This design comes from an exercise in tuning for small area and a short achievable clock period on the open sky130 flow, not from production work. No run shown here included a check of the RTL's function; only the layout flow was run. Power is estimated from default activity; no workload was simulated.

==> flow/design.v (outline; a module is shown in full before it is edited, if it fits) <==
// module mult_top: 1357 lines
// module mult_fa: 10 lines
// module mult_hai: 9 lines
// module mult_ha: 9 lines
module mult_top (
    input  logic               clk,
    input  logic               reset,
    input  logic               in_valid,
    input  mult_pkg::operand_t a,
    input  mult_pkg::operand_t b,
    output logic               out_valid,
    output mult_pkg::product_u product
);
  // ...
==> flow/flow/run.sh <==
#!/bin/bash
# Own layout flow: the standard layout (standard.sh, with its unchanged
# synthesis) plus a few extra ORFS make settings from flow/extra.txt, one
# VAR=value per line. Each step's full output goes to a log in this folder.
set -euo pipefail
EXTRA=()
while IFS= read -r l; do
  [[ -n "$l" && "$l" != \#* ]] && EXTRA+=("$l")
done < flow/extra.txt
# standard.sh passes its knobs on make's command line; ours go after them
sed 's#"${@:-finish}"#"${EXTRA[@]}" "${@:-finish}"#' standard.sh > own_standard.sh
( set -- synth; source ./own_standard.sh ) > synth.log 2>&1
( set -- finish; source ./own_standard.sh ) > layout.log 2>&1
test -f out/final.def
==> flow/flow/extra.txt <==
# port buffers: a plain buffer instead of the delay buffer buffer_ports picks
BUFFER_PORTS_ARGS=-buffer_cell sky130_fd_sc_hd__buf_2
==> flow/standard.sh <==
#!/bin/bash
# synth_recipe.tcl (not shown) runs the flow's synth.tcl, then flattens the netlist and writes it again
# the make line also repeats each setting of config.mk as NAME=value (left out here)
make -C /OpenROAD-flow-scripts/flow DESIGN_CONFIG=/design/flow/config.mk WORK_HOME=/design/flow/orfs CLKGATE_MAP_FILE= SYNTH_SCRIPT=/design/flow/synth_recipe.tcl "${@:-finish}"
==> flow/config.mk <==
export PLATFORM = sky130hd
export DESIGN_NAME = mult_top
export DESIGN_NICKNAME = mult_top
export VERILOG_FILES = /design/flow/design.v
export SDC_FILE = /design/flow/constraint.sdc
export NUM_CORES = 4
export LEC_CHECK = 0
export ABC_AREA = 1
export CAP_MARGIN = 20
export CORE_MARGIN = 2
export CORE_UTILIZATION = 40
export PLACE_DENSITY = 0.6
export SETUP_SLACK_MARGIN = 5
export SLEW_MARGIN = 20
export SYNTH_HIERARCHICAL = 1
==> flow/constraint.sdc <==
create_clock -name core_clock -period 8.0 [get_ports {clk}]
set_input_delay 1.6000 -clock core_clock [delete_from_list [all_inputs] [get_ports {clk}]]
set_output_delay 1.6000 -clock core_clock [all_outputs]
set_load 0.01 [all_outputs]
==> summary.txt, run 1 <==
HP Class - register to register
Seq cells - 157
Inverters excl. clock - 167
Crit end category - register
Worst skew pair latency - 450 ps
Initial antenna violation count - 0
Seq/total area - 0.255
Max incr delay on CP - 520 ps
Post-synth top area cell - fa_1
ClkCell Share - 0.0450
RSZ-0062 raised after global routing - yes
Biggest regs - product x32, a_r x16, b_r x16
Buffers on Ports - 67
Post-synth top cells - nand2_1, fa_1, inv_1, dfxtp_1, nor2_1
CTS Hold Buffers Added - 0
DRT iter0 DRCs - 682
I/O Pins - 68
Status - timing/DRC/antenna clean
Clock power share - 0.150
Synthesis-to-layout area growth - 19.7%
Mean Syn Cell Area - 9.06 um^2
Post-route antenna net violation count - 0
Post-Synth Adder-Cell Area - 0.395
Relative slew slack - 0.470
Seq power - 1.15 mW
Yosys top cell area share - 0.346
Maxcap violations - 0
Hold Crit Depth - 1
Top reg by flops - product
DRC Markers - 0
GP Congestion - 0.899
Top delay family on crit path - adder cells
Synth top area cells - fa_1, dfxtp_1, nand2_1
#FFs+latches synth - 157
Die Span Y - 172 um
GR met1 Demand/Resource - 0.301
CP startpoint - b_r[15]$_DFFE_PP_
==> module mult_top, before the edit <==
module mult_top (
    input  logic               clk,
    input  logic               reset,
    input  logic               in_valid,
    input  mult_pkg::operand_t a,
    input  mult_pkg::operand_t b,
    output logic               out_valid,
    output mult_pkg::product_u product
);
    logic [15:0] a_r, b_r;
    logic [2:1] v;
    logic [2:1] z;
    logic [31:0] sum_w;
    logic pp_0_0;
    logic pp_0_1;
    logic pp_0_2;
    logic pp_0_3;
    logic pp_0_4;
    logic pp_0_5;
    logic pp_0_6;
    logic pp_0_7;
    logic pp_0_8;
    logic pp_0_9;
    logic pp_0_10;
    logic pp_0_11;
    logic pp_0_12;
    logic pp_0_13;
    logic pp_0_14;
    logic pp_0_15;
    logic pp_1_0;
    logic pp_1_1;
    logic pp_1_2;
    logic pp_1_3;
    logic pp_1_4;
    logic pp_1_5;
    logic pp_1_6;
    logic pp_1_7;
    logic pp_1_8;
    logic pp_1_9;
    logic pp_1_10;
    logic pp_1_11;
    logic pp_1_12;
    logic pp_1_13;
    logic pp_1_14;
    logic pp_1_15;
    logic pp_2_0;
    logic pp_2_1;
    logic pp_2_2;
    logic pp_2_3;
    logic pp_2_4;
    logic pp_2_5;
    logic pp_2_6;
    logic pp_2_7;
    logic pp_2_8;
    logic pp_2_9;
    logic pp_2_10;
    logic pp_2_11;
    logic pp_2_12;
    logic pp_2_13;
    logic pp_2_14;
    logic pp_2_15;
    logic pp_3_0;
    logic pp_3_1;
    logic pp_3_2;
    logic pp_3_3;
    logic pp_3_4;
    logic pp_3_5;
    logic pp_3_6;
    logic pp_3_7;
    logic pp_3_8;
    logic pp_3_9;
    logic pp_3_10;
    logic pp_3_11;
    logic pp_3_12;
    logic pp_3_13;
    logic pp_3_14;
    logic pp_3_15;
    logic pp_4_0;
    logic pp_4_1;
    logic pp_4_2;
    logic pp_4_3;
    logic pp_4_4;
    logic pp_4_5;
    logic pp_4_6;
    logic pp_4_7;
    logic pp_4_8;
    logic pp_4_9;
    logic pp_4_10;
    logic pp_4_11;
    logic pp_4_12;
    logic pp_4_13;
    logic pp_4_14;
    logic pp_4_15;
    logic pp_5_0;
    logic pp_5_1;
    logic pp_5_2;
    logic pp_5_3;
    logic pp_5_4;
    logic pp_5_5;
    logic pp_5_6;
    logic pp_5_7;
    logic pp_5_8;
    logic pp_5_9;
    logic pp_5_10;
    logic pp_5_11;
    logic pp_5_12;
    logic pp_5_13;
    logic pp_5_14;
    logic pp_5_15;
    logic pp_6_0;
    logic pp_6_1;
    logic pp_6_2;
    logic pp_6_3;
    logic pp_6_4;
    logic pp_6_5;
    logic pp_6_6;
    logic pp_6_7;
    logic pp_6_8;
    logic pp_6_9;
    logic pp_6_10;
    logic pp_6_11;
    logic pp_6_12;
    logic pp_6_13;
    logic pp_6_14;
    logic pp_6_15;
    logic pp_7_0;
    logic pp_7_1;
    logic pp_7_2;
    logic pp_7_3;
    logic pp_7_4;
    logic pp_7_5;
    logic pp_7_6;
    logic pp_7_7;
    logic pp_7_8;
    logic pp_7_9;
    logic pp_7_10;
    logic pp_7_11;
    logic pp_7_12;
    logic pp_7_13;
    logic pp_7_14;
    logic pp_7_15;
    logic pp_8_0;
    logic pp_8_1;
    logic pp_8_2;
    logic pp_8_3;
    logic pp_8_4;
    logic pp_8_5;
    logic pp_8_6;
    logic pp_8_7;
    logic pp_8_8;
    logic pp_8_9;
    logic pp_8_10;
    logic pp_8_11;
    logic pp_8_12;
    logic pp_8_13;
    logic pp_8_14;
    logic pp_8_15;
    logic pp_9_0;
    logic pp_9_1;
    logic pp_9_2;
    logic pp_9_3;
    logic pp_9_4;
    logic pp_9_5;
    logic pp_9_6;
    logic pp_9_7;
    logic pp_9_8;
    logic pp_9_9;
    logic pp_9_10;
    logic pp_9_11;
    logic pp_9_12;
    logic pp_9_13;
    logic pp_9_14;
    logic pp_9_15;
    logic pp_10_0;
    logic pp_10_1;
    logic pp_10_2;
    logic pp_10_3;
    logic pp_10_4;
    logic pp_10_5;
    logic pp_10_6;
    logic pp_10_7;
    logic pp_10_8;
    logic pp_10_9;
    logic pp_10_10;
    logic pp_10_11;
    logic pp_10_12;
    logic pp_10_13;
    logic pp_10_14;
    logic pp_10_15;
    logic pp_11_0;
    logic pp_11_1;
    logic pp_11_2;
    logic pp_11_3;
    logic pp_11_4;
    logic pp_11_5;
    logic pp_11_6;
    logic pp_11_7;
    logic pp_11_8;
    logic pp_11_9;
    logic pp_11_10;
    logic pp_11_11;
    logic pp_11_12;
    logic pp_11_13;
    logic pp_11_14;
    logic pp_11_15;
    logic pp_12_0;
    logic pp_12_1;
    logic pp_12_2;
    logic pp_12_3;
    logic pp_12_4;
    logic pp_12_5;
    logic pp_12_6;
    logic pp_12_7;
    logic pp_12_8;
    logic pp_12_9;
    logic pp_12_10;
    logic pp_12_11;
    logic pp_12_12;
    logic pp_12_13;
    logic pp_12_14;
    logic pp_12_15;
    logic pp_13_0;
    logic pp_13_1;
    logic pp_13_2;
    logic pp_13_3;
    logic pp_13_4;
    logic pp_13_5;
    logic pp_13_6;
    logic pp_13_7;
    logic pp_13_8;
    logic pp_13_9;
    logic pp_13_10;
    logic pp_13_11;
    logic pp_13_12;
    logic pp_13_13;
    logic pp_13_14;
    logic pp_13_15;
    logic pp_14_0;
    logic pp_14_1;
    logic pp_14_2;
    logic pp_14_3;
    logic pp_14_4;
    logic pp_14_5;
    logic pp_14_6;
    logic pp_14_7;
    logic pp_14_8;
    logic pp_14_9;
    logic pp_14_10;
    logic pp_14_11;
    logic pp_14_12;
    logic pp_14_13;
    logic pp_14_14;
    logic pp_14_15;
    logic pp_15_0;
    logic pp_15_1;
    logic pp_15_2;
    logic pp_15_3;
    logic pp_15_4;
    logic pp_15_5;
    logic pp_15_6;
    logic pp_15_7;
    logic pp_15_8;
    logic pp_15_9;
    logic pp_15_10;
    logic pp_15_11;
    logic pp_15_12;
    logic pp_15_13;
    logic pp_15_14;
    logic pp_15_15;
    logic s1;
    logic c2;
    logic s3;
    logic c4;
    logic s5;
    logic c6;
    logic s7;
    logic c8;
    logic s9;
    logic c10;
    logic s11;
    logic c12;
    logic s13;
    logic c14;
    logic s15;
    logic c16;
    logic s17;
    logic c18;
    logic s19;
    logic c20;
    logic s21;
    logic c22;
    logic s23;
    logic c24;
    logic s25;
    logic c26;
    logic s27;
    logic c28;
    logic s29;
    logic c30;
    logic s31;
    logic c32;
    logic s33;
    logic c34;
    logic s35;
    logic c36;
    logic s37;
    logic c38;
    logic s39;
    logic c40;
    logic s41;
    logic c42;
    logic s43;
    logic c44;
    logic s45;
    logic c46;
    logic s47;
    logic c48;
    logic s49;
    logic c50;
    logic s51;
    logic c52;
    logic s53;
    logic c54;
    logic s55;
    logic c56;
    logic s57;
    logic c58;
    logic s59;
    logic c60;
    logic s61;
    logic c62;
    logic s63;
    logic c64;
    logic s65;
    logic c66;
    logic s67;
    logic c68;
    logic s69;
    logic c70;
    logic s71;
    logic c72;
    logic s73;
    logic c74;
    logic s75;
    logic c76;
    logic s77;
    logic c78;
    logic s79;
    logic c80;
    logic s81;
    logic c82;
    logic s83;
    logic c84;
    logic s85;
    logic c86;
    logic s87;
    logic c88;
    logic s89;
    logic c90;
    logic s91;
    logic c92;
    logic s93;
    logic c94;
    logic s95;
    logic c96;
    logic s97;
    logic c98;
    logic s99;
    logic c100;
    logic s101;
    logic c102;
    logic s103;
    logic c104;
    logic s105;
    logic c106;
    logic s107;
    logic c108;
    logic s109;
    logic c110;
    logic s111;
    logic c112;
    logic s113;
    logic c114;
    logic s115;
    logic c116;
    logic s117;
    logic c118;
    logic s119;
    logic c120;
    logic s121;
    logic c122;
    logic s123;
    logic c124;
    logic s125;
    logic c126;
    logic s127;
    logic c128;
    logic s129;
    logic c130;
    logic s131;
    logic c132;
    logic s133;
    logic c134;
    logic s135;
    logic c136;
    logic s137;
    logic c138;
    logic s139;
    logic c140;
    logic s141;
    logic c142;
    logic s143;
    logic c144;
    logic s145;
    logic c146;
    logic s147;
    logic c148;
    logic s149;
    logic c150;
    logic s151;
    logic c152;
    logic s153;
    logic c154;
    logic s155;
    logic c156;
    logic s157;
    logic c158;
    logic s159;
    logic c160;
    logic s161;
    logic c162;
    logic s163;
    logic c164;
    logic s165;
    logic c166;
    logic s167;
    logic c168;
    logic s169;
    logic c170;
    logic s171;
    logic c172;
    logic s173;
    logic c174;
    logic s175;
    logic c176;
    logic s177;
    logic c178;
    logic s179;
    logic c180;
    logic s181;
    logic c182;
    logic s183;
    logic c184;
    logic s185;
    logic c186;
    logic s187;
    logic c188;
    logic s189;
    logic c190;
    logic s191;
    logic c192;
    logic s193;
    logic c194;
    logic s195;
    logic c196;
    logic s197;
    logic c198;
    logic s199;
    logic c200;
    logic s201;
    logic c202;
    logic s203;
    logic c204;
    logic s205;
    logic c206;
    logic s207;
    logic c208;
    logic s209;
    logic c210;
    logic s211;
    logic c212;
    logic s213;
    logic c214;
    logic s215;
    logic c216;
    logic s217;
    logic c218;
    logic s219;
    logic c220;
    logic s221;
    logic c222;
    logic s223;
    logic c224;
    logic s225;
    logic c226;
    logic s227;
    logic c228;
    logic s229;
    logic c230;
    logic s231;
    logic c232;
    logic s233;
    logic c234;
    logic s235;
    logic c236;
    logic s237;
    logic c238;
    logic s239;
    logic c240;
    logic s241;
    logic c242;
    logic s243;
    logic c244;
    logic s245;
    logic c246;
    logic s247;
    logic c248;
    logic s249;
    logic c250;
    logic s251;
    logic c252;
    logic s253;
    logic c254;
    logic s255;
    logic c256;
    logic s257;
    logic c258;
    logic s259;
    logic c260;
    logic s261;
    logic c262;
    logic s263;
    logic c264;
    logic s265;
    logic c266;
    logic s267;
    logic c268;
    logic s269;
    logic c270;
    logic s271;
    logic c272;
    logic s273;
    logic c274;
    logic s275;
    logic c276;
    logic s277;
    logic c278;
    logic s279;
    logic c280;
    logic s281;
    logic c282;
    logic s283;
    logic c284;
    logic s285;
    logic c286;
    logic s287;
    logic c288;
    logic s289;
    logic c290;
    logic s291;
    logic c292;
    logic s293;
    logic c294;
    logic s295;
    logic c296;
    logic s297;
    logic c298;
    logic s299;
    logic c300;
    logic s301;
    logic c302;
    logic s303;
    logic c304;
    logic s305;
    logic c306;
    logic s307;
    logic c308;
    logic s309;
    logic c310;
    logic s311;
    logic c312;
    logic s313;
    logic c314;
    logic s315;
    logic c316;
    logic s317;
    logic c318;
    logic s319;
    logic c320;
    logic s321;
    logic c322;
    logic s323;
    logic c324;
    logic s325;
    logic c326;
    logic s327;
    logic c328;
    logic s329;
    logic c330;
    logic s331;
    logic c332;
    logic s333;
    logic c334;
    logic s335;
    logic c336;
    logic s337;
    logic c338;
    logic s339;
    logic c340;
    logic s341;
    logic c342;
    logic s343;
    logic c344;
    logic s345;
    logic c346;
    logic s347;
    logic c348;
    logic s349;
    logic c350;
    logic s351;
    logic c352;
    logic s353;
    logic c354;
    logic s355;
    logic c356;
    logic s357;
    logic c358;
    logic s359;
    logic c360;
    logic s361;
    logic c362;
    logic s363;
    logic c364;
    logic s365;
    logic c366;
    logic s367;
    logic c368;
    logic s369;
    logic c370;
    logic s371;
    logic c372;
    logic s373;
    logic c374;
    logic s375;
    logic c376;
    logic s377;
    logic c378;
    logic s379;
    logic c380;
    logic s381;
    logic c382;
    logic s383;
    logic c384;
    logic s385;
    logic c386;
    logic s387;
    logic c388;
    logic s389;
    logic c390;
    logic s391;
    logic c392;
    logic s393;
    logic c394;
    logic s395;
    logic c396;
    logic s397;
    logic c398;
    logic s399;
    logic c400;
    logic s401;
    logic c402;
    logic s403;
    logic c404;
    logic s405;
    logic c406;
    logic s407;
    logic c408;
    logic s409;
    logic c410;
    logic s411;
    logic c412;
    logic s413;
    logic c414;
    logic s415;
    logic c416;
    logic s417;
    logic c418;
    logic s419;
    logic c420;
    logic m1_0_0;
    logic m1_1_0;
    logic m1_1_1;
    logic m1_2_0;
    logic m1_2_1;
    logic m1_2_2;
    logic m1_3_0;
    logic m1_3_1;
    logic m1_3_2;
    logic m1_4_0;
    logic m1_4_1;
    logic m1_4_2;
    logic m1_5_0;
    logic m1_5_1;
    logic m1_5_2;
    logic m1_6_0;
    logic m1_6_1;
    logic m1_6_2;
    logic m1_7_0;
    logic m1_7_1;
    logic m1_7_2;
    logic m1_8_0;
    logic m1_8_1;
    logic m1_8_2;
    logic m1_9_0;
    logic m1_9_1;
    logic m1_9_2;
    logic m1_10_0;
    logic m1_10_1;
    logic m1_10_2;
    logic m1_11_0;
    logic m1_11_1;
    logic m1_11_2;
    logic m1_12_0;
    logic m1_12_1;
    logic m1_12_2;
    logic m1_13_0;
    logic m1_13_1;
    logic m1_13_2;
    logic m1_14_0;
    logic m1_14_1;
    logic m1_14_2;
    logic m1_15_0;
    logic m1_15_1;
    logic m1_15_2;
    logic m1_16_0;
    logic m1_16_1;
    logic m1_16_2;
    logic m1_17_0;
    logic m1_17_1;
    logic m1_17_2;
    logic m1_18_0;
    logic m1_18_1;
    logic m1_18_2;
    logic m1_19_0;
    logic m1_19_1;
    logic m1_19_2;
    logic m1_20_0;
    logic m1_20_1;
    logic m1_20_2;
    logic m1_21_0;
    logic m1_21_1;
    logic m1_21_2;
    logic m1_22_0;
    logic m1_22_1;
    logic m1_22_2;
    logic m1_23_0;
    logic m1_23_1;
    logic m1_23_2;
    logic m1_24_0;
    logic m1_24_1;
    logic m1_24_2;
    logic m1_25_0;
    logic m1_25_1;
    logic m1_25_2;
    logic m1_26_0;
    logic m1_26_1;
    logic m1_26_2;
    logic m1_27_0;
    logic m1_27_1;
    logic m1_27_2;
    logic m1_28_0;
    logic m1_28_1;
    logic m1_28_2;
    logic m1_29_0;
    logic m1_29_1;
    logic m1_29_2;
    logic m1_30_0;
    always_ff @(posedge clk) begin
        if (in_valid) begin
            a_r <= a;
            b_r <= b;
        end
    end
    always_ff @(posedge clk) begin
        if (reset) begin
            v         <= '0;
            z         <= '1;
            out_valid <= 1'b0;
        end else begin
            v         <= {v[1:1], in_valid};
            z[1]      <= z[1] & ~in_valid;
            z[2:2] <= z[1:1];
            out_valid <= v[2];
        end
    end
    assign pp_0_0 = ~(a_r[0] & b_r[0]);
    assign pp_0_1 = ~(a_r[0] & b_r[1]);
    assign pp_0_2 = ~(a_r[0] & b_r[2]);
    assign pp_0_3 = ~(a_r[0] & b_r[3]);
    assign pp_0_4 = ~(a_r[0] & b_r[4]);
    assign pp_0_5 = ~(a_r[0] & b_r[5]);
    assign pp_0_6 = ~(a_r[0] & b_r[6]);
    assign pp_0_7 = ~(a_r[0] & b_r[7]);
    assign pp_0_8 = ~(a_r[0] & b_r[8]);
    assign pp_0_9 = ~(a_r[0] & b_r[9]);
    assign pp_0_10 = ~(a_r[0] & b_r[10]);
    assign pp_0_11 = ~(a_r[0] & b_r[11]);
    assign pp_0_12 = ~(a_r[0] & b_r[12]);
    assign pp_0_13 = ~(a_r[0] & b_r[13]);
    assign pp_0_14 = ~(a_r[0] & b_r[14]);
    assign pp_0_15 = ~(a_r[0] & b_r[15]);
    assign pp_1_0 = ~(a_r[1] & b_r[0]);
    assign pp_1_1 = ~(a_r[1] & b_r[1]);
    assign pp_1_2 = ~(a_r[1] & b_r[2]);
    assign pp_1_3 = ~(a_r[1] & b_r[3]);
    assign pp_1_4 = ~(a_r[1] & b_r[4]);
    assign pp_1_5 = ~(a_r[1] & b_r[5]);
    assign pp_1_6 = ~(a_r[1] & b_r[6]);
    assign pp_1_7 = ~(a_r[1] & b_r[7]);
    assign pp_1_8 = ~(a_r[1] & b_r[8]);
    assign pp_1_9 = ~(a_r[1] & b_r[9]);
    assign pp_1_10 = ~(a_r[1] & b_r[10]);
    assign pp_1_11 = ~(a_r[1] & b_r[11]);
    assign pp_1_12 = ~(a_r[1] & b_r[12]);
    assign pp_1_13 = ~(a_r[1] & b_r[13]);
    assign pp_1_14 = ~(a_r[1] & b_r[14]);
    assign pp_1_15 = ~(a_r[1] & b_r[15]);
    assign pp_2_0 = ~(a_r[2] & b_r[0]);
    assign pp_2_1 = ~(a_r[2] & b_r[1]);
    assign pp_2_2 = ~(a_r[2] & b_r[2]);
    assign pp_2_3 = ~(a_r[2] & b_r[3]);
    assign pp_2_4 = ~(a_r[2] & b_r[4]);
    assign pp_2_5 = ~(a_r[2] & b_r[5]);
    assign pp_2_6 = ~(a_r[2] & b_r[6]);
    assign pp_2_7 = ~(a_r[2] & b_r[7]);
    assign pp_2_8 = ~(a_r[2] & b_r[8]);
    assign pp_2_9 = ~(a_r[2] & b_r[9]);
    assign pp_2_10 = ~(a_r[2] & b_r[10]);
    assign pp_2_11 = ~(a_r[2] & b_r[11]);
    assign pp_2_12 = ~(a_r[2] & b_r[12]);
    assign pp_2_13 = ~(a_r[2] & b_r[13]);
    assign pp_2_14 = ~(a_r[2] & b_r[14]);
    assign pp_2_15 = ~(a_r[2] & b_r[15]);
    assign pp_3_0 = ~(a_r[3] & b_r[0]);
    assign pp_3_1 = ~(a_r[3] & b_r[1]);
    assign pp_3_2 = ~(a_r[3] & b_r[2]);
    assign pp_3_3 = ~(a_r[3] & b_r[3]);
    assign pp_3_4 = ~(a_r[3] & b_r[4]);
    assign pp_3_5 = ~(a_r[3] & b_r[5]);
    assign pp_3_6 = ~(a_r[3] & b_r[6]);
    assign pp_3_7 = ~(a_r[3] & b_r[7]);
    assign pp_3_8 = ~(a_r[3] & b_r[8]);
    assign pp_3_9 = ~(a_r[3] & b_r[9]);
    assign pp_3_10 = ~(a_r[3] & b_r[10]);
    assign pp_3_11 = ~(a_r[3] & b_r[11]);
    assign pp_3_12 = ~(a_r[3] & b_r[12]);
    assign pp_3_13 = ~(a_r[3] & b_r[13]);
    assign pp_3_14 = ~(a_r[3] & b_r[14]);
    assign pp_3_15 = ~(a_r[3] & b_r[15]);
    assign pp_4_0 = ~(a_r[4] & b_r[0]);
    assign pp_4_1 = ~(a_r[4] & b_r[1]);
    assign pp_4_2 = ~(a_r[4] & b_r[2]);
    assign pp_4_3 = ~(a_r[4] & b_r[3]);
    assign pp_4_4 = ~(a_r[4] & b_r[4]);
    assign pp_4_5 = ~(a_r[4] & b_r[5]);
    assign pp_4_6 = ~(a_r[4] & b_r[6]);
    assign pp_4_7 = ~(a_r[4] & b_r[7]);
    assign pp_4_8 = ~(a_r[4] & b_r[8]);
    assign pp_4_9 = ~(a_r[4] & b_r[9]);
    assign pp_4_10 = ~(a_r[4] & b_r[10]);
    assign pp_4_11 = ~(a_r[4] & b_r[11]);
    assign pp_4_12 = ~(a_r[4] & b_r[12]);
    assign pp_4_13 = ~(a_r[4] & b_r[13]);
    assign pp_4_14 = ~(a_r[4] & b_r[14]);
    assign pp_4_15 = ~(a_r[4] & b_r[15]);
    assign pp_5_0 = ~(a_r[5] & b_r[0]);
    assign pp_5_1 = ~(a_r[5] & b_r[1]);
    assign pp_5_2 = ~(a_r[5] & b_r[2]);
    assign pp_5_3 = ~(a_r[5] & b_r[3]);
    assign pp_5_4 = ~(a_r[5] & b_r[4]);
    assign pp_5_5 = ~(a_r[5] & b_r[5]);
    assign pp_5_6 = ~(a_r[5] & b_r[6]);
    assign pp_5_7 = ~(a_r[5] & b_r[7]);
    assign pp_5_8 = ~(a_r[5] & b_r[8]);
    assign pp_5_9 = ~(a_r[5] & b_r[9]);
    assign pp_5_10 = ~(a_r[5] & b_r[10]);
    assign pp_5_11 = ~(a_r[5] & b_r[11]);
    assign pp_5_12 = ~(a_r[5] & b_r[12]);
    assign pp_5_13 = ~(a_r[5] & b_r[13]);
    assign pp_5_14 = ~(a_r[5] & b_r[14]);
    assign pp_5_15 = ~(a_r[5] & b_r[15]);
    assign pp_6_0 = ~(a_r[6] & b_r[0]);
    assign pp_6_1 = ~(a_r[6] & b_r[1]);
    assign pp_6_2 = ~(a_r[6] & b_r[2]);
    assign pp_6_3 = ~(a_r[6] & b_r[3]);
    assign pp_6_4 = ~(a_r[6] & b_r[4]);
    assign pp_6_5 = ~(a_r[6] & b_r[5]);
    assign pp_6_6 = ~(a_r[6] & b_r[6]);
    assign pp_6_7 = ~(a_r[6] & b_r[7]);
    assign pp_6_8 = ~(a_r[6] & b_r[8]);
    assign pp_6_9 = ~(a_r[6] & b_r[9]);
    assign pp_6_10 = ~(a_r[6] & b_r[10]);
    assign pp_6_11 = ~(a_r[6] & b_r[11]);
    assign pp_6_12 = ~(a_r[6] & b_r[12]);
    assign pp_6_13 = ~(a_r[6] & b_r[13]);
    assign pp_6_14 = ~(a_r[6] & b_r[14]);
    assign pp_6_15 = ~(a_r[6] & b_r[15]);
    assign pp_7_0 = ~(a_r[7] & b_r[0]);
    assign pp_7_1 = ~(a_r[7] & b_r[1]);
    assign pp_7_2 = ~(a_r[7] & b_r[2]);
    assign pp_7_3 = ~(a_r[7] & b_r[3]);
    assign pp_7_4 = ~(a_r[7] & b_r[4]);
    assign pp_7_5 = ~(a_r[7] & b_r[5]);
    assign pp_7_6 = ~(a_r[7] & b_r[6]);
    assign pp_7_7 = ~(a_r[7] & b_r[7]);
    assign pp_7_8 = ~(a_r[7] & b_r[8]);
    assign pp_7_9 = ~(a_r[7] & b_r[9]);
    assign pp_7_10 = ~(a_r[7] & b_r[10]);
    assign pp_7_11 = ~(a_r[7] & b_r[11]);
    assign pp_7_12 = ~(a_r[7] & b_r[12]);
    assign pp_7_13 = ~(a_r[7] & b_r[13]);
    assign pp_7_14 = ~(a_r[7] & b_r[14]);
    assign pp_7_15 = ~(a_r[7] & b_r[15]);
    assign pp_8_0 = ~(a_r[8] & b_r[0]);
    assign pp_8_1 = ~(a_r[8] & b_r[1]);
    assign pp_8_2 = ~(a_r[8] & b_r[2]);
    assign pp_8_3 = ~(a_r[8] & b_r[3]);
    assign pp_8_4 = ~(a_r[8] & b_r[4]);
    assign pp_8_5 = ~(a_r[8] & b_r[5]);
    assign pp_8_6 = ~(a_r[8] & b_r[6]);
    assign pp_8_7 = ~(a_r[8] & b_r[7]);
    assign pp_8_8 = ~(a_r[8] & b_r[8]);
    assign pp_8_9 = ~(a_r[8] & b_r[9]);
    assign pp_8_10 = ~(a_r[8] & b_r[10]);
    assign pp_8_11 = ~(a_r[8] & b_r[11]);
    assign pp_8_12 = ~(a_r[8] & b_r[12]);
    assign pp_8_13 = ~(a_r[8] & b_r[13]);
    assign pp_8_14 = ~(a_r[8] & b_r[14]);
    assign pp_8_15 = ~(a_r[8] & b_r[15]);
    assign pp_9_0 = ~(a_r[9] & b_r[0]);
    assign pp_9_1 = ~(a_r[9] & b_r[1]);
    assign pp_9_2 = ~(a_r[9] & b_r[2]);
    assign pp_9_3 = ~(a_r[9] & b_r[3]);
    assign pp_9_4 = ~(a_r[9] & b_r[4]);
    assign pp_9_5 = ~(a_r[9] & b_r[5]);
    assign pp_9_6 = ~(a_r[9] & b_r[6]);
    assign pp_9_7 = ~(a_r[9] & b_r[7]);
    assign pp_9_8 = ~(a_r[9] & b_r[8]);
    assign pp_9_9 = ~(a_r[9] & b_r[9]);
    assign pp_9_10 = ~(a_r[9] & b_r[10]);
    assign pp_9_11 = ~(a_r[9] & b_r[11]);
    assign pp_9_12 = ~(a_r[9] & b_r[12]);
    assign pp_9_13 = ~(a_r[9] & b_r[13]);
    assign pp_9_14 = ~(a_r[9] & b_r[14]);
    assign pp_9_15 = ~(a_r[9] & b_r[15]);
    assign pp_10_0 = ~(a_r[10] & b_r[0]);
    assign pp_10_1 = ~(a_r[10] & b_r[1]);
    assign pp_10_2 = ~(a_r[10] & b_r[2]);
    assign pp_10_3 = ~(a_r[10] & b_r[3]);
    assign pp_10_4 = ~(a_r[10] & b_r[4]);
    assign pp_10_5 = ~(a_r[10] & b_r[5]);
    assign pp_10_6 = ~(a_r[10] & b_r[6]);
    assign pp_10_7 = ~(a_r[10] & b_r[7]);
    assign pp_10_8 = ~(a_r[10] & b_r[8]);
    assign pp_10_9 = ~(a_r[10] & b_r[9]);
    assign pp_10_10 = ~(a_r[10] & b_r[10]);
    assign pp_10_11 = ~(a_r[10] & b_r[11]);
    assign pp_10_12 = ~(a_r[10] & b_r[12]);
    assign pp_10_13 = ~(a_r[10] & b_r[13]);
    assign pp_10_14 = ~(a_r[10] & b_r[14]);
    assign pp_10_15 = ~(a_r[10] & b_r[15]);
    assign pp_11_0 = ~(a_r[11] & b_r[0]);
    assign pp_11_1 = ~(a_r[11] & b_r[1]);
    assign pp_11_2 = ~(a_r[11] & b_r[2]);
    assign pp_11_3 = ~(a_r[11] & b_r[3]);
    assign pp_11_4 = ~(a_r[11] & b_r[4]);
    assign pp_11_5 = ~(a_r[11] & b_r[5]);
    assign pp_11_6 = ~(a_r[11] & b_r[6]);
    assign pp_11_7 = ~(a_r[11] & b_r[7]);
    assign pp_11_8 = ~(a_r[11] & b_r[8]);
    assign pp_11_9 = ~(a_r[11] & b_r[9]);
    assign pp_11_10 = ~(a_r[11] & b_r[10]);
    assign pp_11_11 = ~(a_r[11] & b_r[11]);
    assign pp_11_12 = ~(a_r[11] & b_r[12]);
    assign pp_11_13 = ~(a_r[11] & b_r[13]);
    assign pp_11_14 = ~(a_r[11] & b_r[14]);
    assign pp_11_15 = ~(a_r[11] & b_r[15]);
    assign pp_12_0 = ~(a_r[12] & b_r[0]);
    assign pp_12_1 = ~(a_r[12] & b_r[1]);
    assign pp_12_2 = ~(a_r[12] & b_r[2]);
    assign pp_12_3 = ~(a_r[12] & b_r[3]);
    assign pp_12_4 = ~(a_r[12] & b_r[4]);
    assign pp_12_5 = ~(a_r[12] & b_r[5]);
    assign pp_12_6 = ~(a_r[12] & b_r[6]);
    assign pp_12_7 = ~(a_r[12] & b_r[7]);
    assign pp_12_8 = ~(a_r[12] & b_r[8]);
    assign pp_12_9 = ~(a_r[12] & b_r[9]);
    assign pp_12_10 = ~(a_r[12] & b_r[10]);
    assign pp_12_11 = ~(a_r[12] & b_r[11]);
    assign pp_12_12 = ~(a_r[12] & b_r[12]);
    assign pp_12_13 = ~(a_r[12] & b_r[13]);
    assign pp_12_14 = ~(a_r[12] & b_r[14]);
    assign pp_12_15 = ~(a_r[12] & b_r[15]);
    assign pp_13_0 = ~(a_r[13] & b_r[0]);
    assign pp_13_1 = ~(a_r[13] & b_r[1]);
    assign pp_13_2 = ~(a_r[13] & b_r[2]);
    assign pp_13_3 = ~(a_r[13] & b_r[3]);
    assign pp_13_4 = ~(a_r[13] & b_r[4]);
    assign pp_13_5 = ~(a_r[13] & b_r[5]);
    assign pp_13_6 = ~(a_r[13] & b_r[6]);
    assign pp_13_7 = ~(a_r[13] & b_r[7]);
    assign pp_13_8 = ~(a_r[13] & b_r[8]);
    assign pp_13_9 = ~(a_r[13] & b_r[9]);
    assign pp_13_10 = ~(a_r[13] & b_r[10]);
    assign pp_13_11 = ~(a_r[13] & b_r[11]);
    assign pp_13_12 = ~(a_r[13] & b_r[12]);
    assign pp_13_13 = ~(a_r[13] & b_r[13]);
    assign pp_13_14 = ~(a_r[13] & b_r[14]);
    assign pp_13_15 = ~(a_r[13] & b_r[15]);
    assign pp_14_0 = ~(a_r[14] & b_r[0]);
    assign pp_14_1 = ~(a_r[14] & b_r[1]);
    assign pp_14_2 = ~(a_r[14] & b_r[2]);
    assign pp_14_3 = ~(a_r[14] & b_r[3]);
    assign pp_14_4 = ~(a_r[14] & b_r[4]);
    assign pp_14_5 = ~(a_r[14] & b_r[5]);
    assign pp_14_6 = ~(a_r[14] & b_r[6]);
    assign pp_14_7 = ~(a_r[14] & b_r[7]);
    assign pp_14_8 = ~(a_r[14] & b_r[8]);
    assign pp_14_9 = ~(a_r[14] & b_r[9]);
    assign pp_14_10 = ~(a_r[14] & b_r[10]);
    assign pp_14_11 = ~(a_r[14] & b_r[11]);
    assign pp_14_12 = ~(a_r[14] & b_r[12]);
    assign pp_14_13 = ~(a_r[14] & b_r[13]);
    assign pp_14_14 = ~(a_r[14] & b_r[14]);
    assign pp_14_15 = ~(a_r[14] & b_r[15]);
    assign pp_15_0 = ~(a_r[15] & b_r[0]);
    assign pp_15_1 = ~(a_r[15] & b_r[1]);
    assign pp_15_2 = ~(a_r[15] & b_r[2]);
    assign pp_15_3 = ~(a_r[15] & b_r[3]);
    assign pp_15_4 = ~(a_r[15] & b_r[4]);
    assign pp_15_5 = ~(a_r[15] & b_r[5]);
    assign pp_15_6 = ~(a_r[15] & b_r[6]);
    assign pp_15_7 = ~(a_r[15] & b_r[7]);
    assign pp_15_8 = ~(a_r[15] & b_r[8]);
    assign pp_15_9 = ~(a_r[15] & b_r[9]);
    assign pp_15_10 = ~(a_r[15] & b_r[10]);
    assign pp_15_11 = ~(a_r[15] & b_r[11]);
    assign pp_15_12 = ~(a_r[15] & b_r[12]);
    assign pp_15_13 = ~(a_r[15] & b_r[13]);
    assign pp_15_14 = ~(a_r[15] & b_r[14]);
    assign pp_15_15 = ~(a_r[15] & b_r[15]);
    mult_hai u_s1 (.x(pp_0_13), .y(pp_1_12), .s(s1), .c(c2));
    mult_fa u_s3 (.x(pp_0_14), .y(pp_1_13), .z(pp_2_12), .s(s3), .c(c4));
    mult_hai u_s5 (.x(pp_3_11), .y(pp_4_10), .s(s5), .c(c6));
    mult_fa u_s7 (.x(pp_0_15), .y(pp_1_14), .z(pp_2_13), .s(s7), .c(c8));
    mult_fa u_s9 (.x(pp_3_12), .y(pp_4_11), .z(pp_5_10), .s(s9), .c(c10));
    mult_hai u_s11 (.x(pp_6_9), .y(pp_7_8), .s(s11), .c(c12));
    mult_fa u_s13 (.x(pp_1_15), .y(pp_2_14), .z(pp_3_13), .s(s13), .c(c14));
    mult_fa u_s15 (.x(pp_4_12), .y(pp_5_11), .z(pp_6_10), .s(s15), .c(c16));
    mult_hai u_s17 (.x(pp_7_9), .y(pp_8_8), .s(s17), .c(c18));
    mult_fa u_s19 (.x(pp_2_15), .y(pp_3_14), .z(pp_4_13), .s(s19), .c(c20));
    mult_fa u_s21 (.x(pp_5_12), .y(pp_6_11), .z(pp_7_10), .s(s21), .c(c22));
    mult_fa u_s23 (.x(pp_3_15), .y(pp_4_14), .z(pp_5_13), .s(s23), .c(c24));
    mult_hai u_s25 (.x(pp_0_9), .y(pp_1_8), .s(s25), .c(c26));
    mult_fa u_s27 (.x(pp_0_10), .y(pp_1_9), .z(pp_2_8), .s(s27), .c(c28));
    mult_hai u_s29 (.x(pp_3_7), .y(pp_4_6), .s(s29), .c(c30));
    mult_fa u_s31 (.x(pp_0_11), .y(pp_1_10), .z(pp_2_9), .s(s31), .c(c32));
    mult_fa u_s33 (.x(pp_3_8), .y(pp_4_7), .z(pp_5_6), .s(s33), .c(c34));
    mult_hai u_s35 (.x(pp_6_5), .y(pp_7_4), .s(s35), .c(c36));
    mult_fa u_s37 (.x(pp_0_12), .y(pp_1_11), .z(pp_2_10), .s(s37), .c(c38));
    mult_fa u_s39 (.x(pp_3_9), .y(pp_4_8), .z(pp_5_7), .s(s39), .c(c40));
    mult_fa u_s41 (.x(pp_6_6), .y(pp_7_5), .z(pp_8_4), .s(s41), .c(c42));
    mult_hai u_s43 (.x(pp_9_3), .y(pp_10_2), .s(s43), .c(c44));
    mult_fa u_s45 (.x(pp_2_11), .y(pp_3_10), .z(pp_4_9), .s(s45), .c(c46));
    mult_fa u_s47 (.x(pp_5_8), .y(pp_6_7), .z(pp_7_6), .s(s47), .c(c48));
    mult_fa u_s49 (.x(pp_8_5), .y(pp_9_4), .z(pp_10_3), .s(s49), .c(c50));
    mult_fa u_s51 (.x(pp_11_2), .y(pp_12_1), .z(pp_13_0), .s(s51), .c(c52));
    mult_fa u_s53 (.x(pp_5_9), .y(pp_6_8), .z(pp_7_7), .s(s53), .c(c54));
    mult_fa u_s55 (.x(pp_8_6), .y(pp_9_5), .z(pp_10_4), .s(s55), .c(c56));
    mult_fa u_s57 (.x(pp_11_3), .y(pp_12_2), .z(pp_13_1), .s(s57), .c(c58));
    mult_fa u_s59 (.x(pp_14_0), .y(c2), .z(s5), .s(s59), .c(c60));
    mult_fa u_s61 (.x(pp_8_7), .y(pp_9_6), .z(pp_10_5), .s(s61), .c(c62));
    mult_fa u_s63 (.x(pp_11_4), .y(pp_12_3), .z(pp_13_2), .s(s63), .c(c64));
    mult_fa u_s65 (.x(pp_14_1), .y(pp_15_0), .z(c6), .s(s65), .c(c66));
    mult_fa u_s67 (.x(s11), .y(c4), .z(s7), .s(s67), .c(c68));
    mult_fa u_s69 (.x(pp_9_7), .y(pp_10_6), .z(pp_11_5), .s(s69), .c(c70));
    mult_fa u_s71 (.x(pp_12_4), .y(pp_13_3), .z(pp_14_2), .s(s71), .c(c72));
    mult_fa u_s73 (.x(pp_15_1), .y(c12), .z(s17), .s(s73), .c(c74));
    mult_fa u_s75 (.x(c8), .y(c10), .z(s13), .s(s75), .c(c76));
    mult_fa u_s77 (.x(pp_8_9), .y(pp_9_8), .z(pp_10_7), .s(s77), .c(c78));
    mult_fa u_s79 (.x(pp_11_6), .y(pp_12_5), .z(pp_13_4), .s(s79), .c(c80));
    mult_fa u_s81 (.x(pp_14_3), .y(pp_15_2), .z(c18), .s(s81), .c(c82));
    mult_fa u_s83 (.x(c14), .y(c16), .z(s19), .s(s83), .c(c84));
    mult_fa u_s85 (.x(pp_6_12), .y(pp_7_11), .z(pp_8_10), .s(s85), .c(c86));
    mult_fa u_s87 (.x(pp_9_9), .y(pp_10_8), .z(pp_11_7), .s(s87), .c(c88));
    mult_fa u_s89 (.x(pp_12_6), .y(pp_13_5), .z(pp_14_4), .s(s89), .c(c90));
    mult_fa u_s91 (.x(pp_15_3), .y(c20), .z(c22), .s(s91), .c(c92));
    mult_fa u_s93 (.x(pp_4_15), .y(pp_5_14), .z(pp_6_13), .s(s93), .c(c94));
    mult_fa u_s95 (.x(pp_7_12), .y(pp_8_11), .z(pp_9_10), .s(s95), .c(c96));
    mult_fa u_s97 (.x(pp_10_9), .y(pp_11_8), .z(pp_12_7), .s(s97), .c(c98));
    mult_fa u_s99 (.x(pp_13_6), .y(pp_14_5), .z(pp_15_4), .s(s99), .c(c100));
    mult_fa u_s101 (.x(pp_5_15), .y(pp_6_14), .z(pp_7_13), .s(s101), .c(c102));
    mult_fa u_s103 (.x(pp_8_12), .y(pp_9_11), .z(pp_10_10), .s(s103), .c(c104));
    mult_fa u_s105 (.x(pp_11_9), .y(pp_12_8), .z(pp_13_7), .s(s105), .c(c106));
    mult_fa u_s107 (.x(pp_6_15), .y(pp_7_14), .z(pp_8_13), .s(s107), .c(c108));
    mult_fa u_s109 (.x(pp_9_12), .y(pp_10_11), .z(pp_11_10), .s(s109), .c(c110));
    mult_fa u_s111 (.x(pp_7_15), .y(pp_8_14), .z(pp_9_13), .s(s111), .c(c112));
    mult_hai u_s113 (.x(pp_0_6), .y(pp_1_5), .s(s113), .c(c114));
    mult_fa u_s115 (.x(pp_0_7), .y(pp_1_6), .z(pp_2_5), .s(s115), .c(c116));
    mult_hai u_s117 (.x(pp_3_4), .y(pp_4_3), .s(s117), .c(c118));
    mult_fa u_s119 (.x(pp_0_8), .y(pp_1_7), .z(pp_2_6), .s(s119), .c(c120));
    mult_fa u_s121 (.x(pp_3_5), .y(pp_4_4), .z(pp_5_3), .s(s121), .c(c122));
    mult_hai u_s123 (.x(pp_6_2), .y(pp_7_1), .s(s123), .c(c124));
    mult_fa u_s125 (.x(pp_2_7), .y(pp_3_6), .z(pp_4_5), .s(s125), .c(c126));
    mult_fa u_s127 (.x(pp_5_4), .y(pp_6_3), .z(pp_7_2), .s(s127), .c(c128));
    mult_fa u_s129 (.x(pp_8_1), .y(pp_9_0), .z(s25), .s(s129), .c(c130));
    mult_fa u_s131 (.x(pp_5_5), .y(pp_6_4), .z(pp_7_3), .s(s131), .c(c132));
    mult_fa u_s133 (.x(pp_8_2), .y(pp_9_1), .z(pp_10_0), .s(s133), .c(c134));
    mult_fa u_s135 (.x(c26), .y(s29), .z(s27), .s(s135), .c(c136));
    mult_fa u_s137 (.x(pp_8_3), .y(pp_9_2), .z(pp_10_1), .s(s137), .c(c138));
    mult_fa u_s139 (.x(pp_11_0), .y(c30), .z(s35), .s(s139), .c(c140));
    mult_fa u_s141 (.x(c28), .y(s31), .z(s33), .s(s141), .c(c142));
    mult_fa u_s143 (.x(pp_11_1), .y(pp_12_0), .z(c36), .s(s143), .c(c144));
    mult_fa u_s145 (.x(s43), .y(c32), .z(c34), .s(s145), .c(c146));
    mult_fa u_s147 (.x(s37), .y(s39), .z(s41), .s(s147), .c(c148));
    mult_fa u_s149 (.x(c44), .y(s1), .z(c38), .s(s149), .c(c150));
    mult_fa u_s151 (.x(c40), .y(c42), .z(s45), .s(s151), .c(c152));
    mult_fa u_s153 (.x(s47), .y(s49), .z(s51), .s(s153), .c(c154));
    mult_fa u_s155 (.x(c46), .y(c48), .z(c50), .s(s155), .c(c156));
    mult_fa u_s157 (.x(c52), .y(s3), .z(s53), .s(s157), .c(c158));
    mult_fa u_s159 (.x(s55), .y(s57), .z(s59), .s(s159), .c(c160));
    mult_fa u_s161 (.x(c54), .y(c56), .z(c58), .s(s161), .c(c162));
    mult_fa u_s163 (.x(s9), .y(s61), .z(s63), .s(s163), .c(c164));
    mult_fa u_s165 (.x(s65), .y(c60), .z(s67), .s(s165), .c(c166));
    mult_fa u_s167 (.x(c62), .y(c64), .z(s15), .s(s167), .c(c168));
    mult_fa u_s169 (.x(s69), .y(s71), .z(c66), .s(s169), .c(c170));
    mult_fa u_s171 (.x(s73), .y(c68), .z(s75), .s(s171), .c(c172));
    mult_fa u_s173 (.x(c70), .y(c72), .z(s21), .s(s173), .c(c174));
    mult_fa u_s175 (.x(s77), .y(s79), .z(s81), .s(s175), .c(c176));
    mult_fa u_s177 (.x(c74), .y(c76), .z(s83), .s(s177), .c(c178));
    mult_fa u_s179 (.x(c78), .y(c80), .z(s23), .s(s179), .c(c180));
    mult_fa u_s181 (.x(s85), .y(s87), .z(s89), .s(s181), .c(c182));
    mult_fa u_s183 (.x(c82), .y(c84), .z(s91), .s(s183), .c(c184));
    mult_fa u_s185 (.x(c24), .y(c86), .z(c88), .s(s185), .c(c186));
    mult_fa u_s187 (.x(c90), .y(s93), .z(s95), .s(s187), .c(c188));
    mult_fa u_s189 (.x(s97), .y(s99), .z(c92), .s(s189), .c(c190));
    mult_fa u_s191 (.x(pp_14_6), .y(pp_15_5), .z(c94), .s(s191), .c(c192));
    mult_fa u_s193 (.x(c96), .y(c98), .z(c100), .s(s193), .c(c194));
    mult_fa u_s195 (.x(s101), .y(s103), .z(s105), .s(s195), .c(c196));
    mult_fa u_s197 (.x(pp_12_9), .y(pp_13_8), .z(pp_14_7), .s(s197), .c(c198));
    mult_fa u_s199 (.x(pp_15_6), .y(c102), .z(c104), .s(s199), .c(c200));
    mult_fa u_s201 (.x(c106), .y(s107), .z(s109), .s(s201), .c(c202));
    mult_fa u_s203 (.x(pp_10_12), .y(pp_11_11), .z(pp_12_10), .s(s203), .c(c204));
    mult_fa u_s205 (.x(pp_13_9), .y(pp_14_8), .z(pp_15_7), .s(s205), .c(c206));
    mult_fa u_s207 (.x(c108), .y(c110), .z(s111), .s(s207), .c(c208));
    mult_fa u_s209 (.x(pp_8_15), .y(pp_9_14), .z(pp_10_13), .s(s209), .c(c210));
    mult_fa u_s211 (.x(pp_11_12), .y(pp_12_11), .z(pp_13_10), .s(s211), .c(c212));
    mult_fa u_s213 (.x(pp_14_9), .y(pp_15_8), .z(c112), .s(s213), .c(c214));
    mult_fa u_s215 (.x(pp_9_15), .y(pp_10_14), .z(pp_11_13), .s(s215), .c(c216));
    mult_fa u_s217 (.x(pp_12_12), .y(pp_13_11), .z(pp_14_10), .s(s217), .c(c218));
    mult_fa u_s219 (.x(pp_10_15), .y(pp_11_14), .z(pp_12_13), .s(s219), .c(c220));
    mult_hai u_s221 (.x(pp_0_4), .y(pp_1_3), .s(s221), .c(c222));
    mult_fa u_s223 (.x(pp_0_5), .y(pp_1_4), .z(pp_2_3), .s(s223), .c(c224));
    mult_hai u_s225 (.x(pp_3_2), .y(pp_4_1), .s(s225), .c(c226));
    mult_fa u_s227 (.x(pp_2_4), .y(pp_3_3), .z(pp_4_2), .s(s227), .c(c228));
    mult_fa u_s229 (.x(pp_5_1), .y(pp_6_0), .z(s113), .s(s229), .c(c230));
    mult_fa u_s231 (.x(pp_5_2), .y(pp_6_1), .z(pp_7_0), .s(s231), .c(c232));
    mult_fa u_s233 (.x(c114), .y(s117), .z(s115), .s(s233), .c(c234));
    mult_fa u_s235 (.x(pp_8_0), .y(c118), .z(s123), .s(s235), .c(c236));
    mult_fa u_s237 (.x(c116), .y(s119), .z(s121), .s(s237), .c(c238));
    mult_fa u_s239 (.x(c124), .y(c120), .z(c122), .s(s239), .c(c240));
    mult_fa u_s241 (.x(s125), .y(s127), .z(s129), .s(s241), .c(c242));
    mult_fa u_s243 (.x(c126), .y(c128), .z(s131), .s(s243), .c(c244));
    mult_fa u_s245 (.x(s133), .y(c130), .z(s135), .s(s245), .c(c246));
    mult_fa u_s247 (.x(c132), .y(c134), .z(s137), .s(s247), .c(c248));
    mult_fa u_s249 (.x(s139), .y(c136), .z(s141), .s(s249), .c(c250));
    mult_fa u_s251 (.x(c138), .y(s143), .z(c140), .s(s251), .c(c252));
    mult_fa u_s253 (.x(s145), .y(c142), .z(s147), .s(s253), .c(c254));
    mult_fa u_s255 (.x(c144), .y(s149), .z(c146), .s(s255), .c(c256));
    mult_fa u_s257 (.x(s151), .y(c148), .z(s153), .s(s257), .c(c258));
    mult_fa u_s259 (.x(c150), .y(c152), .z(s155), .s(s259), .c(c260));
    mult_fa u_s261 (.x(c154), .y(s157), .z(s159), .s(s261), .c(c262));
    mult_fa u_s263 (.x(c156), .y(s161), .z(c158), .s(s263), .c(c264));
    mult_fa u_s265 (.x(s163), .y(c160), .z(s165), .s(s265), .c(c266));
    mult_fa u_s267 (.x(c162), .y(s167), .z(c164), .s(s267), .c(c268));
    mult_fa u_s269 (.x(s169), .y(c166), .z(s171), .s(s269), .c(c270));
    mult_fa u_s271 (.x(c168), .y(s173), .z(c170), .s(s271), .c(c272));
    mult_fa u_s273 (.x(s175), .y(c172), .z(s177), .s(s273), .c(c274));
    mult_fa u_s275 (.x(c174), .y(s179), .z(c176), .s(s275), .c(c276));
    mult_fa u_s277 (.x(s181), .y(c178), .z(s183), .s(s277), .c(c278));
    mult_fa u_s279 (.x(c180), .y(s185), .z(c182), .s(s279), .c(c280));
    mult_fa u_s281 (.x(s187), .y(s189), .z(c184), .s(s281), .c(c282));
    mult_fa u_s283 (.x(s191), .y(c186), .z(s193), .s(s283), .c(c284));
    mult_fa u_s285 (.x(c188), .y(s195), .z(c190), .s(s285), .c(c286));
    mult_fa u_s287 (.x(s197), .y(c192), .z(c194), .s(s287), .c(c288));
    mult_fa u_s289 (.x(s199), .y(c196), .z(s201), .s(s289), .c(c290));
    mult_fa u_s291 (.x(c198), .y(s203), .z(s205), .s(s291), .c(c292));
    mult_fa u_s293 (.x(c200), .y(s207), .z(c202), .s(s293), .c(c294));
    mult_fa u_s295 (.x(c204), .y(c206), .z(s209), .s(s295), .c(c296));
    mult_fa u_s297 (.x(s211), .y(s213), .z(c208), .s(s297), .c(c298));
    mult_fa u_s299 (.x(pp_15_9), .y(c210), .z(c212), .s(s299), .c(c300));
    mult_fa u_s301 (.x(s215), .y(s217), .z(c214), .s(s301), .c(c302));
    mult_fa u_s303 (.x(pp_13_12), .y(pp_14_11), .z(pp_15_10), .s(s303), .c(c304));
    mult_fa u_s305 (.x(c216), .y(c218), .z(s219), .s(s305), .c(c306));
    mult_fa u_s307 (.x(pp_11_15), .y(pp_12_14), .z(pp_13_13), .s(s307), .c(c308));
    mult_fa u_s309 (.x(pp_14_12), .y(pp_15_11), .z(c220), .s(s309), .c(c310));
    mult_fa u_s311 (.x(pp_12_15), .y(pp_13_14), .z(pp_14_13), .s(s311), .c(c312));
    mult_hai u_s313 (.x(pp_0_3), .y(pp_1_2), .s(s313), .c(c314));
    mult_fa u_s315 (.x(pp_2_2), .y(pp_3_1), .z(pp_4_0), .s(s315), .c(c316));
    mult_fa u_s317 (.x(pp_5_0), .y(c222), .z(s225), .s(s317), .c(c318));
    mult_fa u_s319 (.x(c226), .y(c224), .z(s227), .s(s319), .c(c320));
    mult_fa u_s321 (.x(c228), .y(s231), .z(c230), .s(s321), .c(c322));
    mult_fa u_s323 (.x(c232), .y(s235), .z(c234), .s(s323), .c(c324));
    mult_fa u_s325 (.x(c236), .y(s239), .z(c238), .s(s325), .c(c326));
    mult_fa u_s327 (.x(c240), .y(s243), .z(c242), .s(s327), .c(c328));
    mult_fa u_s329 (.x(c244), .y(s247), .z(c246), .s(s329), .c(c330));
    mult_fa u_s331 (.x(c248), .y(s251), .z(c250), .s(s331), .c(c332));
    mult_fa u_s333 (.x(c252), .y(c254), .z(s255), .s(s333), .c(c334));
    mult_fa u_s335 (.x(c256), .y(c258), .z(s259), .s(s335), .c(c336));
    mult_fa u_s337 (.x(c260), .y(s263), .z(c262), .s(s337), .c(c338));
    mult_fa u_s339 (.x(c264), .y(s267), .z(c266), .s(s339), .c(c340));
    mult_fa u_s341 (.x(c268), .y(s271), .z(c270), .s(s341), .c(c342));
    mult_fa u_s343 (.x(c272), .y(s275), .z(c274), .s(s343), .c(c344));
    mult_fa u_s345 (.x(c276), .y(s279), .z(c278), .s(s345), .c(c346));
    mult_fa u_s347 (.x(c280), .y(s283), .z(s285), .s(s347), .c(c348));
    mult_fa u_s349 (.x(s287), .y(c284), .z(s289), .s(s349), .c(c350));
    mult_fa u_s351 (.x(s291), .y(c288), .z(c290), .s(s351), .c(c352));
    mult_fa u_s353 (.x(s295), .y(c292), .z(c294), .s(s353), .c(c354));
    mult_fa u_s355 (.x(c296), .y(s299), .z(s301), .s(s355), .c(c356));
    mult_fa u_s357 (.x(s303), .y(c300), .z(s305), .s(s357), .c(c358));
    mult_fa u_s359 (.x(c304), .y(s307), .z(s309), .s(s359), .c(c360));
    mult_fa u_s361 (.x(pp_15_12), .y(c308), .z(s311), .s(s361), .c(c362));
    mult_fa u_s363 (.x(pp_13_15), .y(pp_14_14), .z(pp_15_13), .s(s363), .c(c364));
    mult_hai u_s365 (.x(m1_2_0), .y(m1_2_1), .s(s365), .c(c366));
    mult_fa u_s367 (.x(m1_3_0), .y(m1_3_1), .z(m1_3_2), .s(s367), .c(c368));
    mult_fa u_s369 (.x(m1_4_0), .y(m1_4_1), .z(m1_4_2), .s(s369), .c(c370));
    mult_fa u_s371 (.x(m1_5_0), .y(m1_5_1), .z(m1_5_2), .s(s371), .c(c372));
    mult_fa u_s373 (.x(m1_6_0), .y(m1_6_1), .z(m1_6_2), .s(s373), .c(c374));
    mult_fa u_s375 (.x(m1_7_0), .y(m1_7_1), .z(m1_7_2), .s(s375), .c(c376));
    mult_fa u_s377 (.x(m1_8_0), .y(m1_8_1), .z(m1_8_2), .s(s377), .c(c378));
    mult_fa u_s379 (.x(m1_9_0), .y(m1_9_1), .z(m1_9_2), .s(s379), .c(c380));
    mult_fa u_s381 (.x(m1_10_0), .y(m1_10_1), .z(m1_10_2), .s(s381), .c(c382));
    mult_fa u_s383 (.x(m1_11_0), .y(m1_11_1), .z(m1_11_2), .s(s383), .c(c384));
    mult_fa u_s385 (.x(m1_12_0), .y(m1_12_1), .z(m1_12_2), .s(s385), .c(c386));
    mult_fa u_s387 (.x(m1_13_0), .y(m1_13_1), .z(m1_13_2), .s(s387), .c(c388));
    mult_fa u_s389 (.x(m1_14_0), .y(m1_14_1), .z(m1_14_2), .s(s389), .c(c390));
    mult_fa u_s391 (.x(m1_15_0), .y(m1_15_1), .z(m1_15_2), .s(s391), .c(c392));
    mult_fa u_s393 (.x(m1_16_0), .y(m1_16_1), .z(m1_16_2), .s(s393), .c(c394));
    mult_fa u_s395 (.x(m1_17_0), .y(m1_17_1), .z(m1_17_2), .s(s395), .c(c396));
    mult_fa u_s397 (.x(m1_18_0), .y(m1_18_1), .z(m1_18_2), .s(s397), .c(c398));
    mult_fa u_s399 (.x(m1_19_0), .y(m1_19_1), .z(m1_19_2), .s(s399), .c(c400));
    mult_fa u_s401 (.x(m1_20_0), .y(m1_20_1), .z(m1_20_2), .s(s401), .c(c402));
    mult_fa u_s403 (.x(m1_21_0), .y(m1_21_1), .z(m1_21_2), .s(s403), .c(c404));
    mult_fa u_s405 (.x(m1_22_0), .y(m1_22_1), .z(m1_22_2), .s(s405), .c(c406));
    mult_fa u_s407 (.x(m1_23_0), .y(m1_23_1), .z(m1_23_2), .s(s407), .c(c408));
    mult_fa u_s409 (.x(m1_24_0), .y(m1_24_1), .z(m1_24_2), .s(s409), .c(c410));
    mult_fa u_s411 (.x(m1_25_0), .y(m1_25_1), .z(m1_25_2), .s(s411), .c(c412));
    mult_fa u_s413 (.x(m1_26_0), .y(m1_26_1), .z(m1_26_2), .s(s413), .c(c414));
    mult_fa u_s415 (.x(m1_27_0), .y(m1_27_1), .z(m1_27_2), .s(s415), .c(c416));
    mult_fa u_s417 (.x(m1_28_0), .y(m1_28_1), .z(m1_28_2), .s(s417), .c(c418));
    mult_fa u_s419 (.x(m1_29_0), .y(m1_29_1), .z(m1_29_2), .s(s419), .c(c420));
    assign sum_w = ~({1'b1, m1_30_0, c418, c416, c414, c412, c410, c408, c406, c404, c402, c400, c398, c396, c394, c392, c390, c388, c386, c384, c382, c380, c378, c376, c374, c372, c370, c368, c366, m1_2_2, m1_1_0, m1_0_0} + {1'b1, c420, s419, s417, s415, s413, s411, s409, s407, s405, s403, s401, s399, s397, s395, s393, s391, s389, s387, s385, s383, s381, s379, s377, s375, s373, s371, s369, s367, s365, m1_1_1, 1'b1} + 32'd1);
    always_ff @(posedge clk) begin
        m1_0_0 <= pp_0_0;
        m1_1_0 <= pp_0_1;
        m1_1_1 <= pp_1_0;
        m1_2_0 <= pp_0_2;
        m1_2_1 <= pp_1_1;
        m1_2_2 <= pp_2_0;
        m1_3_0 <= pp_2_1;
        m1_3_1 <= pp_3_0;
        m1_3_2 <= s313;
        m1_4_0 <= c314;
        m1_4_1 <= s221;
        m1_4_2 <= s315;
        m1_5_0 <= c316;
        m1_5_1 <= s223;
        m1_5_2 <= s317;
        m1_6_0 <= c318;
        m1_6_1 <= s229;
        m1_6_2 <= s319;
        m1_7_0 <= c320;
        m1_7_1 <= s233;
        m1_7_2 <= s321;
        m1_8_0 <= c322;
        m1_8_1 <= s237;
        m1_8_2 <= s323;
        m1_9_0 <= s241;
        m1_9_1 <= c324;
        m1_9_2 <= s325;
        m1_10_0 <= s245;
        m1_10_1 <= c326;
        m1_10_2 <= s327;
        m1_11_0 <= c328;
        m1_11_1 <= s249;
        m1_11_2 <= s329;
        m1_12_0 <= s253;
        m1_12_1 <= c330;
        m1_12_2 <= s331;
        m1_13_0 <= s257;
        m1_13_1 <= c332;
        m1_13_2 <= s333;
        m1_14_0 <= s261;
        m1_14_1 <= c334;
        m1_14_2 <= s335;
        m1_15_0 <= s265;
        m1_15_1 <= c336;
        m1_15_2 <= s337;
        m1_16_0 <= s269;
        m1_16_1 <= c338;
        m1_16_2 <= s339;
        m1_17_0 <= s273;
        m1_17_1 <= c340;
        m1_17_2 <= s341;
        m1_18_0 <= s277;
        m1_18_1 <= c342;
        m1_18_2 <= s343;
        m1_19_0 <= s281;
        m1_19_1 <= c344;
        m1_19_2 <= s345;
        m1_20_0 <= c282;
        m1_20_1 <= s347;
        m1_20_2 <= c346;
        m1_21_0 <= c286;
        m1_21_1 <= s349;
        m1_21_2 <= c348;
        m1_22_0 <= s293;
        m1_22_1 <= s351;
        m1_22_2 <= c350;
        m1_23_0 <= s297;
        m1_23_1 <= c352;
        m1_23_2 <= s353;
        m1_24_0 <= c298;
        m1_24_1 <= s355;
        m1_24_2 <= c354;
        m1_25_0 <= c302;
        m1_25_1 <= s357;
        m1_25_2 <= c356;
        m1_26_0 <= c306;
        m1_26_1 <= s359;
        m1_26_2 <= c358;
        m1_27_0 <= c310;
        m1_27_1 <= s361;
        m1_27_2 <= c360;
        m1_28_0 <= c312;
        m1_28_1 <= s363;
        m1_28_2 <= c362;
        m1_29_0 <= pp_14_15;
        m1_29_1 <= pp_15_14;
        m1_29_2 <= c364;
        m1_30_0 <= pp_15_15;
    end
    always_ff @(posedge clk) begin
        if (reset || z[2]) product <= '0;
        else                  product <= sum_w;
    end
endmodule
==> run 2: changes to the inputs <==
--- a/flow/design.v
+++ b/flow/design.v
@@ -22,5 +22,4 @@
     logic [15:0] a_r, b_r;
     logic [2:1] v;
-    logic [2:1] z;
     logic [31:0] sum_w;
     logic pp_0_0;
@@ -789,18 +788,13 @@
     logic m1_30_0;
     always_ff @(posedge clk) begin
-        if (in_valid) begin
-            a_r <= a;
-            b_r <= b;
-        end
+        a_r <= a;
+        b_r <= b;
     end
     always_ff @(posedge clk) begin
         if (reset) begin
             v         <= '0;
-            z         <= '1;
             out_valid <= 1'b0;
         end else begin
             v         <= {v[1:1], in_valid};
-            z[1]      <= z[1] & ~in_valid;
-            z[2:2] <= z[1:1];
             out_valid <= v[2];
         end
@@ -1364,6 +1358,6 @@
     end
     always_ff @(posedge clk) begin
-        if (reset || z[2]) product <= '0;
-        else                  product <= sum_w;
+        if (reset)         product <= '0;
+        else if (v[2]) product <= sum_w;
     end
 endmodule
--- a/flow/config.mk
+++ b/flow/config.mk
@@ -6,5 +6,4 @@
 export NUM_CORES = 4
 export LEC_CHECK = 0
-export ABC_AREA = 1
 export CAP_MARGIN = 20
 export CORE_MARGIN = 2
==> run 2 against run 1 <==
Final area is 8.8% lower. Final cell count is 17% lower. Count of clock-buffer cells in the layout stayed put. Global-route usage is 2.3 points lower. Clock skew hardly changed. Worst setup slack better by 91 ps. Largest power group unchanged. First-iteration DRC count is 9.4% lower. Combinational power is 14% lower. Highest routed layer unchanged.
==> summary.txt, run 2 <==
Biggest regs - product x32, a_r x16, b_r x16
Peak Freq - 336 MHz
Filler cells - 2,493
DRC Markers - 0 (unchanged)
DP Area - 11,300 um^2
Period Utilization, post-route - 0.372
Busiest layer in global routing - met1
Gate power share - 0.625
Fin nets - 1,387
Clock-pin slew on the worst setup and hold paths - 70 ps
CTS Buf Count - 17
IR drop worst, VDD - 244 uV
Vias in the first global route - 7,749
Num rows - 60
Initial antenna violation count - 0 (unchanged)
Finished Cell Area - 12,400 um^2
Crit end category - register
Top reg by flops - product
Maxcap violations - 0 (unchanged)
Synth top area cells - fa_1, dfxtp_1, nand2_1
H-tree levels - 4
Relative slew slack - 0.556 (+0.0863)
Status - timing/DRC/antenna clean
Routed WL - 26,800 um
Clock skew - 12.8 ps
Mean Syn Cell Area - 10.1 um^2 (+12%)
Die Wd - 169 um
RSZ-0062 raised after global routing - yes
DRT iter0 DRCs - 618 (-9.4%)
I/O Pins - 68 (unchanged)
Layout Cells excl Fill - 1,465
#FFs+latches synth - 155 (-1.3%)
Tmin final - 2970 ps
GRT Util Overall - 0.193
Clock tree sinks - 155
Post-route antenna net violation count - 0 (unchanged)
FFs w/ async S/R, synth - 0
CTS tree - built
CP arrival - 3290 ps
Commonest cells after routing, fill and taps aside - nand2_1, fa_1, dfxtp_1, buf_2, inv_1
NetSw - 2.35 mW
Worst skew pair latency - 440 ps (about the same)
GP Congestion - 0.902 (+0.30%)
Die Span Y - 169 um (-2.1%)
Hold Crit Depth - 1 (unchanged)
Worst-margin pin slew - 665 ps
Final setup TNS - 0 ps
M3 GR Usage - 0.0449
Fin worst setup slack - 5030 ps
Power per standard cell area - 417 nW/um^2
Routed len/inst - 18.3 um
Gr ovfl total - 0
Post-synth top area cell - fa_1
Synthesis-to-layout area growth - 14.1%
Clock power share - 0.165 (+0.015)
Switch share - 0.456
Post-synth top cells - nand2_1, fa_1, dfxtp_1, clkbuf_1, inv_1
Worst slack, placed - 4610 ps
Crit Path Class - register to register
GR met1 Demand/Resource - 0.289 (-0.0119)
Share of layout cells above drive strength 1 - 0.192
Starting Density - 0.405
Buffers on Ports - 67 (unchanged)
Met2 usage - 0.281
Syn nets - 1,347
Count leader, synth - nand2_1
HP Class - register to register
Yosys top cell area share - 0.361 (+0.0157)
Core ar. - 26,800 um^2
CP Launch Type - register
Ys Warns - 7
## run 2: cell count changes in the layout (fill, tap and decap cells not counted), sizes merged, moves of 10 or more
| cell | change |
|---|---|
| inv | -103 |
| a211oi | +22 |
| buf | -71 |
| o21a | +12 |
| nand3 | -22 |
| a21o | +10 |
| nand2 | -167 |
| o21ai | +14 |
| a21oi | -17 |
| dfxtp | +30 |
| nor2 | -28 |
| edfxtp | -32 |
## run 2: layer usage
| metal | wire length [um] | vias to the layer above | share of wire |
|---|---|---|---|
| met5 | 0 | - | 0 |
| met4 | 335 | 0 | 0.013 |
| met3 | 1810 | 28 | 0.068 |
| met2 | 11500 | 274 | 0.43 |
| met1 | 13100 | 3760 | 0.49 |
| li1 | - | 3477 | - |
## run 2: logic make-up (layout without fill, tap and decap cells)
group,Yosys count,in the layout,share of synthesized area
simple gates,374,374,0.143
fa+ha+maj,241,241,0.413
flops,155,155,0.286
buf+inv,147,200,0.0513
compound gates,133,133,0.0899
xor+xnor,17,17,0.0137
mux,4,4,0.00369
## run 2: Yosys stat by module (local to each module, per instance)
module,cells,flip-flops and latches,times used,cell area [um^2]
mult_fa,1,0,195,20.0
mult_hai,5,0,15,27.5
mult_top,801,155,1,6550
## run 2: power by group through the flow
stage,registers [mW],clock network [mW],logic [mW]
3_3_place_gp,1.11,0,3.03
4_1_cts,1.10,0.876,3.09
6_report,1.08,0.853,3.22
5_1_grt,1.11,0.906,3.58
3_5_place_dp,1.11,0,3.05
2_1_floorplan,1.06,0,2.37
## run 2: worst paths after layout
path,slack [ps],end,from
worst max register to register,5030,m1_18_2$_DFF_P_,b_r[8]$_DFF_P_
worst max-delay path,5030,m1_18_2$_DFF_P_,b_r[8]$_DFF_P_
worst min register to register,420,product[0]$_SDFFE_PP0P_,m1_0_0$_DFF_P_
worst min-delay path,420,product[0]$_SDFFE_PP0P_,m1_0_0$_DFF_P_
## run 2: timing repair
| item | 4_1_cts | 5_1_grt |
|---|---|---|
| setup endpoints to repair | 32 | 18 |
| pin swaps | 0 | 5 |
| hold buffers | 0 | 0 |
| resized for setup | 46 | 16 |
| setup buffers | 0 | 35 |
## run 2: per-stage QoR
step | hold WS [ps] | utilization
after detailed placement | 408 | 0.423
after CTS | 418 | 0.450
after global placement | 400 | 0.423
after floorplan | 393 | -
final | 416 | 0.462
after global routing | 448 | 0.462
## run 2: layout make-up
type,count,area [um^2],area share
Multi-Input combinational cell,769,7290,0.588
Clock inverter,15,210,0.0170
Inverter,65,244,0.0197
Tap cell,341,427,0.0344
Timing Repair Buffer,103,616,0.0497
Sequential cell,155,3180,0.257
Clock buffer,17,425,0.0343
## run 2: critical path, cell delays in order, from the launching register on
cell and delay [ps]:
dfxtp_2 570, nand2_1 100, inv_1 70, ha_1 150
inv_1 60, fa_1 470, fa_1 450, fa_1 500
fa_1 470

what the ideal ports hide:
The results above use ideal ports. As a check the final layouts listed here were re-extracted and re-timed, cells and wires unchanged.
Step 1 assumes that a clkbuf_16 drives the clock port and a buf_2 every other input.
Step 2 adds t to the input delays and takes it off the output delays; t is the mean of the earliest and latest rising clock arrival at the registers after step 1. Input paths then give back, and output paths get back, about the clock's delay inside the block.
Slacks: no drivers / after step 1 / after step 2; pairs: no drivers / after step 1.
run	t (ns)	setup WS [ns]	slew at the worst register clock pin (ns)	pins driven straight from the clock port
run 1	0.494	4.937 / 4.937 / 4.937	0.08 / 0.08	1
run 2	0.481	5.027 / 5.027 / 5.027	0.08 / 0.08	1
After both steps setup and hold are still met in every run listed.
